Source: an optimization exercise on an open RTL-to-GDS flow (aim: small area and few clock cycles). Production flows keep margins and buffers that such runs may drop.
RTL that was checked went through simulation tests only; none was proved equivalent to the original.
Power figures rest on the tool's default switching activity, not on a simulated workload.

==> module ohma_div, before the edit <==
module ohma_div (
    input  logic                           aclk,
    input  logic                           load,
    input  logic [ohma_pkg::SUM_W-1:0]     sum_in,
    input  logic                           rejected_in,
    output logic [ohma_pkg::SAMPLE_W-1:0]  average_out,
    output logic                           rejected_out
);
    logic [19:0] t;
    logic [36:0] prod;
    logic [15:0] quot;
    logic [15:0] average_reg;
    logic        rejected_reg;
    assign t    = sum_in[20:1];
    assign prod = 37'(t) * 37'h11111 + 37'h11111;
    assign quot = prod[20 +: ohma_pkg::SAMPLE_W];
    always_ff @(posedge aclk) begin
        if (load) begin
            average_reg  <= quot;
            rejected_reg <= rejected_in;
        end
    end
    assign average_out  = average_reg;
    assign rejected_out = rejected_reg;
endmodule
==> module outlier_hold_moving_average_core, before the edit <==
module outlier_hold_moving_average_core (
    input  logic                           aclk,
    input  logic                           aresetn,
    input  logic                           s_valid,
    output logic                           s_ready,
    input  logic [ohma_pkg::SAMPLE_W-1:0]  s_distance_sample,
    output logic                           m_valid,
    input  logic                           m_ready,
    output logic [ohma_pkg::SAMPLE_W-1:0]  m_average_distance,
    output logic                           m_sample_rejected,
    input  logic                           cfg_valid,
    output logic                           cfg_ready,
    input  logic [ohma_pkg::SAMPLE_W-1:0]  cfg_data
);
    localparam int W = ohma_pkg::SAMPLE_W;
    localparam int N = ohma_pkg::WINDOW;
    logic [W-1:0]                  limit_reg;
    logic [ohma_pkg::SUM_W-1:0]    sum_reg;
    logic [ohma_pkg::CNT_W-1:0]    cnt_reg;
    logic                          rejected_reg;
    logic                          sum_valid_reg;
    logic                          m_valid_reg;
    logic                          out_load;
    logic                          accept;
    logic                          rejected;
    logic                          have_newest;
    logic                          have_oldest;
    logic [W-1:0]                  newest;
    logic [W-1:0]                  oldest;
    logic [W-1:0]                  entry;
    logic [W-1:0]                  chain [N];
    genvar i;
    generate
        for (i = 0; i < N; i++) begin : g_cell
            if (i == 0) begin : g_head
                ohma_cell u_cell (
                    .aclk     (aclk),
                    .shift_en (accept),
                    .data_in  (entry),
                    .data_out (chain[i])
                );
            end else begin : g_body
                ohma_cell u_cell (
                    .aclk     (aclk),
                    .shift_en (accept),
                    .data_in  (chain[i-1]),
                    .data_out (chain[i])
                );
            end
        end
    endgenerate
    assign out_load  = sum_valid_reg && (!m_valid_reg || m_ready);
    assign s_ready   = !sum_valid_reg || out_load;
    assign accept    = s_valid && s_ready;
    assign cfg_ready = 1'b1;
    assign have_newest = (cnt_reg != '0);
    assign have_oldest = (cnt_reg == ohma_pkg::CNT_W'(N));
    assign newest      = have_newest ? chain[0] : '0;
    assign oldest      = have_oldest ? chain[N-1] : '0;
    assign rejected = s_distance_sample > limit_reg;
    assign entry    = rejected ? newest : s_distance_sample;
    always_ff @(posedge aclk) begin
        if (!aresetn) begin
            limit_reg   <= ohma_pkg::LIMIT_RESET;
            sum_reg       <= '0;
            cnt_reg       <= '0;
            sum_valid_reg <= 1'b0;
            m_valid_reg   <= 1'b0;
        end else begin
            if (cfg_valid) begin
                limit_reg <= cfg_data;
            end
            if (accept) begin
                sum_reg <= sum_reg - ohma_pkg::SUM_W'(oldest) + ohma_pkg::SUM_W'(entry);
                if (!have_oldest) begin
                    cnt_reg <= cnt_reg + 1'b1;
                end
            end
            sum_valid_reg <= accept || (sum_valid_reg && !out_load);
            m_valid_reg   <= out_load || (m_valid_reg && !m_ready);
        end
    end
    always_ff @(posedge aclk) begin
        if (accept) begin
            rejected_reg <= rejected;
        end
    end
    ohma_div u_div (
        .aclk         (aclk),
        .load         (out_load),
        .sum_in       (sum_reg),
        .rejected_in  (rejected_reg),
        .average_out  (m_average_distance),
        .rejected_out (m_sample_rejected)
    );
    assign m_valid           = m_valid_reg;
endmodule
make LEC_CHECK=0 CAP_MARGIN=20 CORE_MARGIN=2 CORE_UTILIZATION=40 SLEW_MARGIN=20 finish   # period 6.0 ns
run.sh (not shown) runs the stock make flow with config.mk's settings and CLKGATE_MAP_FILE= SYNTH_SCRIPT=/design/flow/synth_recipe.tcl, a recipe that flattens the netlist after the stock synthesis.
Testbench counts at the start, summed over its fixed seeds: cycles 24,016.
Edit:
--- a/flow/design.v
+++ b/flow/design.v
@@ -19,31 +19,16 @@
     end
     assign data_out = value_reg;
 endmodule
 module ohma_div (
-    input  logic                           aclk,
-    input  logic                           load,
     input  logic [ohma_pkg::SUM_W-1:0]     sum_in,
-    input  logic                           rejected_in,
-    output logic [ohma_pkg::SAMPLE_W-1:0]  average_out,
-    output logic                           rejected_out
+    output logic [ohma_pkg::SAMPLE_W-1:0]  average_out
 );
     logic [19:0] t;
     logic [36:0] prod;
-    logic [15:0] quot;
-    logic [15:0] average_reg;
-    logic        rejected_reg;
     assign t    = sum_in[20:1];
     assign prod = 37'(t) * 37'h11111 + 37'h11111;
-    assign quot = prod[20 +: ohma_pkg::SAMPLE_W];
-    always_ff @(posedge aclk) begin
-        if (load) begin
-            average_reg  <= quot;
-            rejected_reg <= rejected_in;
-        end
-    end
-    assign average_out  = average_reg;
-    assign rejected_out = rejected_reg;
+    assign average_out = prod[20 +: ohma_pkg::SAMPLE_W];
 endmodule
 module outlier_hold_moving_average_core (
     input  logic                           aclk,
     input  logic                           aresetn,
@@ -63,11 +48,9 @@
     logic [W-1:0]                  limit_reg;
     logic [ohma_pkg::SUM_W-1:0]    sum_reg;
     logic [ohma_pkg::CNT_W-1:0]    cnt_reg;
     logic                          rejected_reg;
-    logic                          sum_valid_reg;
     logic                          m_valid_reg;
-    logic                          out_load;
     logic                          accept;
     logic                          rejected;
     logic                          have_newest;
     logic                          have_oldest;
@@ -94,10 +77,9 @@
                 );
             end
         end
     endgenerate
-    assign out_load  = sum_valid_reg && (!m_valid_reg || m_ready);
-    assign s_ready   = !sum_valid_reg || out_load;
+    assign s_ready   = !m_valid_reg || m_ready;
     assign accept    = s_valid && s_ready;
     assign cfg_ready = 1'b1;
     assign have_newest = (cnt_reg != '0);
     assign have_oldest = (cnt_reg == ohma_pkg::CNT_W'(N));
@@ -107,12 +89,11 @@
     assign entry    = rejected ? newest : s_distance_sample;
     always_ff @(posedge aclk) begin
         if (!aresetn) begin
             limit_reg   <= ohma_pkg::LIMIT_RESET;
-            sum_reg       <= '0;
-            cnt_reg       <= '0;
-            sum_valid_reg <= 1'b0;
-            m_valid_reg   <= 1'b0;
+            sum_reg     <= '0;
+            cnt_reg     <= '0;
+            m_valid_reg <= 1'b0;
         end else begin
             if (cfg_valid) begin
                 limit_reg <= cfg_data;
             end
@@ -121,23 +102,19 @@
                 if (!have_oldest) begin
                     cnt_reg <= cnt_reg + 1'b1;
                 end
             end
-            sum_valid_reg <= accept || (sum_valid_reg && !out_load);
-            m_valid_reg   <= out_load || (m_valid_reg && !m_ready);
+            m_valid_reg <= accept || (m_valid_reg && !m_ready);
         end
     end
     always_ff @(posedge aclk) begin
         if (accept) begin
             rejected_reg <= rejected;
         end
     end
     ohma_div u_div (
-        .aclk         (aclk),
-        .load         (out_load),
-        .sum_in       (sum_reg),
-        .rejected_in  (rejected_reg),
-        .average_out  (m_average_distance),
-        .rejected_out (m_sample_rejected)
+        .sum_in      (sum_reg),
+        .average_out (m_average_distance)
     );
+    assign m_sample_rejected = rejected_reg;
     assign m_valid           = m_valid_reg;
 endmodule
After rerunning: The new run reached the layout checks and failed them: setup timing. Clock-buffer cell count goes down by 5. Final cell count came out higher by a few percent. Critical path depth went down by 8. Total power is higher by a few percent. Non-clock buffer count goes up by 87.
For the second run of this note, only the layout was checked, not whether the RTL still works.

-- re-timing with driven ports --
In the flow no input, the clock included, has a driving cell. The finished layouts below were timed again as built, in two steps. Step 1, drivers: a clkbuf_16 drives aclk and a buf_2 each remaining input, both assumed. Step 2 also shifts input and output timing later by t, the mid clock arrival at the registers, as if the neighbouring blocks saw the same clock. Three values: no drivers, after step 1, after step 2; two values: the first two.
| run | t, ns | setup WS [ns] | worst setup path at the end | clock arrival spread, ns | slew at the worst register clock pin (ns) |
|---|---|---|---|---|---|
| the first run | 0.651 | 0.209 / 0.241 / -0.410 | input to register | 0.023 / 0.023 | 0.07 / 0.07 |
| the second run | 0.604 | -0.494 / -0.546 / -0.280 | input to register | 0.019 / 0.020 | 0.07 / 0.07 |
With both steps, setup timing fails in the first run, where it was met with ideal ports. For the first run, which loses most, drivers alone change the setup slack by +0.032 ns; drivers and shift together by -0.619 ns.
